This design comes from an exercise in tuning for small area, a short achievable clock period and few clock cycles per item on the open sky130 flow, not from production work.

==> flow/design.v <==
`default_nettype none
module mod_vector_seq #(
  parameter int N  = 8,
  parameter int W  = 16,
  parameter int WW = 32,
  parameter int K  = 4
) (
  input  logic            clk,
  input  logic            rst,
  input  logic            in_valid,
  output logic            in_ready,
  input  logic [N*WW-1:0] in_vec,
  input  logic [W-1:0]    q_in,
  input  logic            signed_mode,
  output logic            out_valid,
  input  logic            out_ready,
  output logic [N*W-1:0]  out_vec,
  output logic            err
);
  localparam int G  = WW / K;            
  localparam int GL = (WW - W) / K;      
  localparam int GW = $clog2(G);
  logic [GW-1:0]  ld_cnt;                
  logic           act;                   
  logic           bb_v;                  
  logic           bb_last;               
  logic           prim;                  
  logic           idle;                  
  logic [K-1:0]   bb    [N];             
  logic [W-1:0]   h_r   [N];             
  logic [W-1:0]   q1_r;                  
  logic [W-1:0]   nq_r;                  
  logic           qz_r;                  
  logic [W-1:0]   r     [N];             
  logic [W-1:0]   h0    [N];             
  logic [W-1:0]   rs    [N];             
  logic stall, start, qlong, qzero, act_nx, bb_v_nx;
  logic [GW-1:0] g0;
  assign stall  = out_valid & ~out_ready;
  assign start  = idle & prim & ~stall;    
  assign qlong  = q_in[W-1];
  assign qzero  = (q_in == '0);
  assign g0     = qlong ? GW'(GL) : '0;
  assign in_ready = act & (ld_cnt == GW'(G - 1));
  assign bb_v_nx  = start | act;
  assign act_nx   = start | (act & (ld_cnt != GW'(G - 1)));
  function automatic logic [W-1:0] step(input logic [W-1:0] rr,
                                        input logic         b,
                                        input logic [W-1:0] nq);
    logic [W:0]   t;
    logic [W+1:0] s;
    t = {rr, b};
    s = {1'b0, t} + {2'b01, nq} + 1'b1;
    step = s[W+1] ? s[W-1:0] : t[W-1:0];
  endfunction
  always_comb begin
    for (int i = 0; i < N; i++) begin
      logic [WW-1:0] x;
      logic          sneg;
      logic [W-1:0]  h, a;
      logic [W:0]    s;
      x    = in_vec[i*WW +: WW];
      sneg = signed_mode & x[WW-1] & ~qzero;
      h    = qlong ? x[WW-1 -: W] : {W{sneg}};
      s    = {1'b0, h} + {1'b0, sneg ? q_in : ~q_in} + {{W{1'b0}}, ~sneg};
      h0[i] = (sneg | s[W]) ? s[W-1:0] : h;
      a = idle ? h_r[i] : r[i];
      for (int j = K - 1; j >= 0; j--)
        a = step(a, bb[i][j] & ~qz_r, (j == K - 1) ? ~q1_r : nq_r);
      rs[i] = a;
    end
  end
  always_ff @(posedge clk) begin
    for (int i = 0; i < N; i++) begin
      logic [WW-1:0] x;
      x = in_vec[i*WW +: WW];
      if (act)
        bb[i] <= x[WW - 1 - int'(ld_cnt) * K -: K];
      else if (start)
        bb[i] <= qlong ? x[WW - 1 - (GL + 1) * K -: K] : x[WW - 1 - K -: K];
      else
        bb[i] <= qlong ? x[WW - 1 - GL * K -: K] : x[WW - 1 -: K];
      h_r[i] <= h0[i];
      if (!stall)
        r[i] <= rs[i];
    end
    if (!act) begin
      q1_r <= q_in;
      nq_r <= ~q_in;
      qz_r <= qzero;
    end
  end
  always_ff @(posedge clk or posedge rst) begin
    if (rst) begin
      act       <= 1'b0;
      bb_v      <= 1'b0;
      idle      <= 1'b1;
      bb_last   <= 1'b0;
      prim      <= 1'b0;
      ld_cnt    <= '0;
      out_valid <= 1'b0;
      err       <= 1'b0;
    end else begin
      prim    <= in_valid;
      bb_v    <= bb_v_nx;
      idle    <= ~act_nx & ~bb_v_nx;
      bb_last <= act & (ld_cnt == GW'(G - 1));
      if (start) begin
        act    <= 1'b1;
        ld_cnt <= g0 + 2'd2;
      end else if (act) begin
        ld_cnt <= ld_cnt + 1'b1;
        if (ld_cnt == GW'(G - 1))
          act <= 1'b0;
      end
      if (out_valid && out_ready)
        out_valid <= 1'b0;
      if (bb_v && bb_last) begin
        out_valid <= 1'b1;
        err       <= qz_r;
      end
    end
  end
  always_comb
    for (int i = 0; i < N; i++)
      out_vec[i*W +: W] = r[i];
endmodule
`default_nettype wire
==> flow/config.mk <==
export PLATFORM = sky130hd
export DESIGN_NAME = mod_vector_seq
export DESIGN_NICKNAME = mod_vector_seq
export VERILOG_FILES = /design/flow/design.v
export SDC_FILE = /design/flow/constraint.sdc
export NUM_CORES = 4
export LEC_CHECK = 0
export ABC_AREA = 1
export CAP_MARGIN = 30
export CORE_MARGIN = 2
export CORE_UTILIZATION = 40
export SLEW_MARGIN = 30
==> flow/constraint.sdc <==
create_clock -name core_clock -period 22.0 [get_ports {clk}]
set_input_delay 4.4000 -clock core_clock [delete_from_list [all_inputs] [get_ports {clk}]]
set_output_delay 4.4000 -clock core_clock [all_outputs]
set_load 0.01 [all_outputs]
standard.sh (not shown) runs the stock make flow with config.mk's settings and CLKGATE_MAP_FILE= SYNTH_SCRIPT=/design/flow/synth_recipe.tcl, a recipe that flattens the netlist after the stock synthesis.
==> flow/flow/run.sh <==
#!/bin/bash
set -euo pipefail
bash standard.sh SETUP_SLACK_MARGIN=13.5 finish > standard_flow.log 2>&1
The first run completed without violations.
Next try:
==> flow/run.sh (new file) <==
#!/bin/bash
# synth_recipe.tcl (not shown) runs the flow's synth.tcl, then flattens the netlist and writes it again
# the make line also repeats each setting of config.mk as NAME=value (left out here)
make -C /OpenROAD-flow-scripts/flow DESIGN_CONFIG=/design/flow/config.mk WORK_HOME=/design/flow/orfs CLKGATE_MAP_FILE= SYNTH_SCRIPT=/design/flow/synth_recipe.tcl finish
CAP_MARGIN = 20   (was 30)
SLEW_MARGIN = 20   (was 30)
removed: flow/flow/run.sh
removed: flow/standard.sh
After rerunning: Hold slack improved by 0.064 ns; final area drops by 10%; count of clock-buffer cells in the layout climbs by 2; utilization drops by 5.2 points; clock skew barely changes; synthesized area is unchanged; final cell count drops by 3.0%; flip-flop and latch count is unchanged; die area does not change.
Function was not checked in any run of this note: the RTL went through the layout flow alone.


Another version of the RTL of mod_vector_seq (not shown whole).
Size: about 5,000 cells after synthesis, about 200 flip-flops.
clock: 22.0 ns
lec_check: 0
cap_margin: 20
core_margin: 2
core_utilization: 40
slew_margin: 20
==> flow/flow/run.sh <==
#!/bin/bash
set -euo pipefail
bash standard.sh SETUP_SLACK_MARGIN=12 finish > standard_flow.log 2>&1
Rerun with:
==> flow/flow/run.sh (replaced) <==
#!/bin/bash
set -euo pipefail
bash standard.sh SETUP_SLACK_MARGIN=14 MATCH_CELL_FOOTPRINT=0 finish > standard_flow.log 2>&1
ABC_AREA = 1   (was default)
- The changed run went through all stages and came out clean
- via count grows by 28%
- core utilization grows by 4.0 points
- synthesized area grows by 8.5%
- die area grows by 8.4%
- worst setup slack improves by 1900 ps
Function was not checked in any run of this note: the RTL went through the layout flow alone.

[re-timing with driven ports]
In the flow no input, the clock included, has a driving cell. The finished layouts below were timed again as built, in two steps.
Step 1, drivers: a clkbuf_16 drives clk and a buf_2 each remaining input, both assumed.
Step 2 moves the port delays by t, midway between the first and last clock arrival at a register: inputs arrive t later, outputs are due t later. That takes back most of the time a late clock gives input paths.
Slacks: ideal ports / drivers / drivers and shift; pairs: ideal ports / drivers.
run	shift t [ns]	slack for setup (ns)	hold WS [ns]	clock arrival spread, ns	cell pins on the clock port's net
the first run of note 1	0.743	13.557 / 13.557 / 12.894	0.512 / 0.512 / 0.512	0.042 / 0.042	1
the second run of note 1	0.731	9.970 / 9.970 / 9.970	0.576 / 0.576 / 0.576	0.045 / 0.044	1
the first run of note 2	0.700	12.090 / 12.090 / 11.897	0.570 / 0.570 / 0.570	0.039 / 0.040	1
the second run of note 2	0.700	13.973 / 14.029 / 13.330	0.502 / 0.502 / 0.502	0.050 / 0.051	1
After both steps setup and hold are still met in every run listed. For the first run of note 1, which loses most, drivers alone change the setup slack by 0.000 ns; drivers and shift together by -0.663 ns.
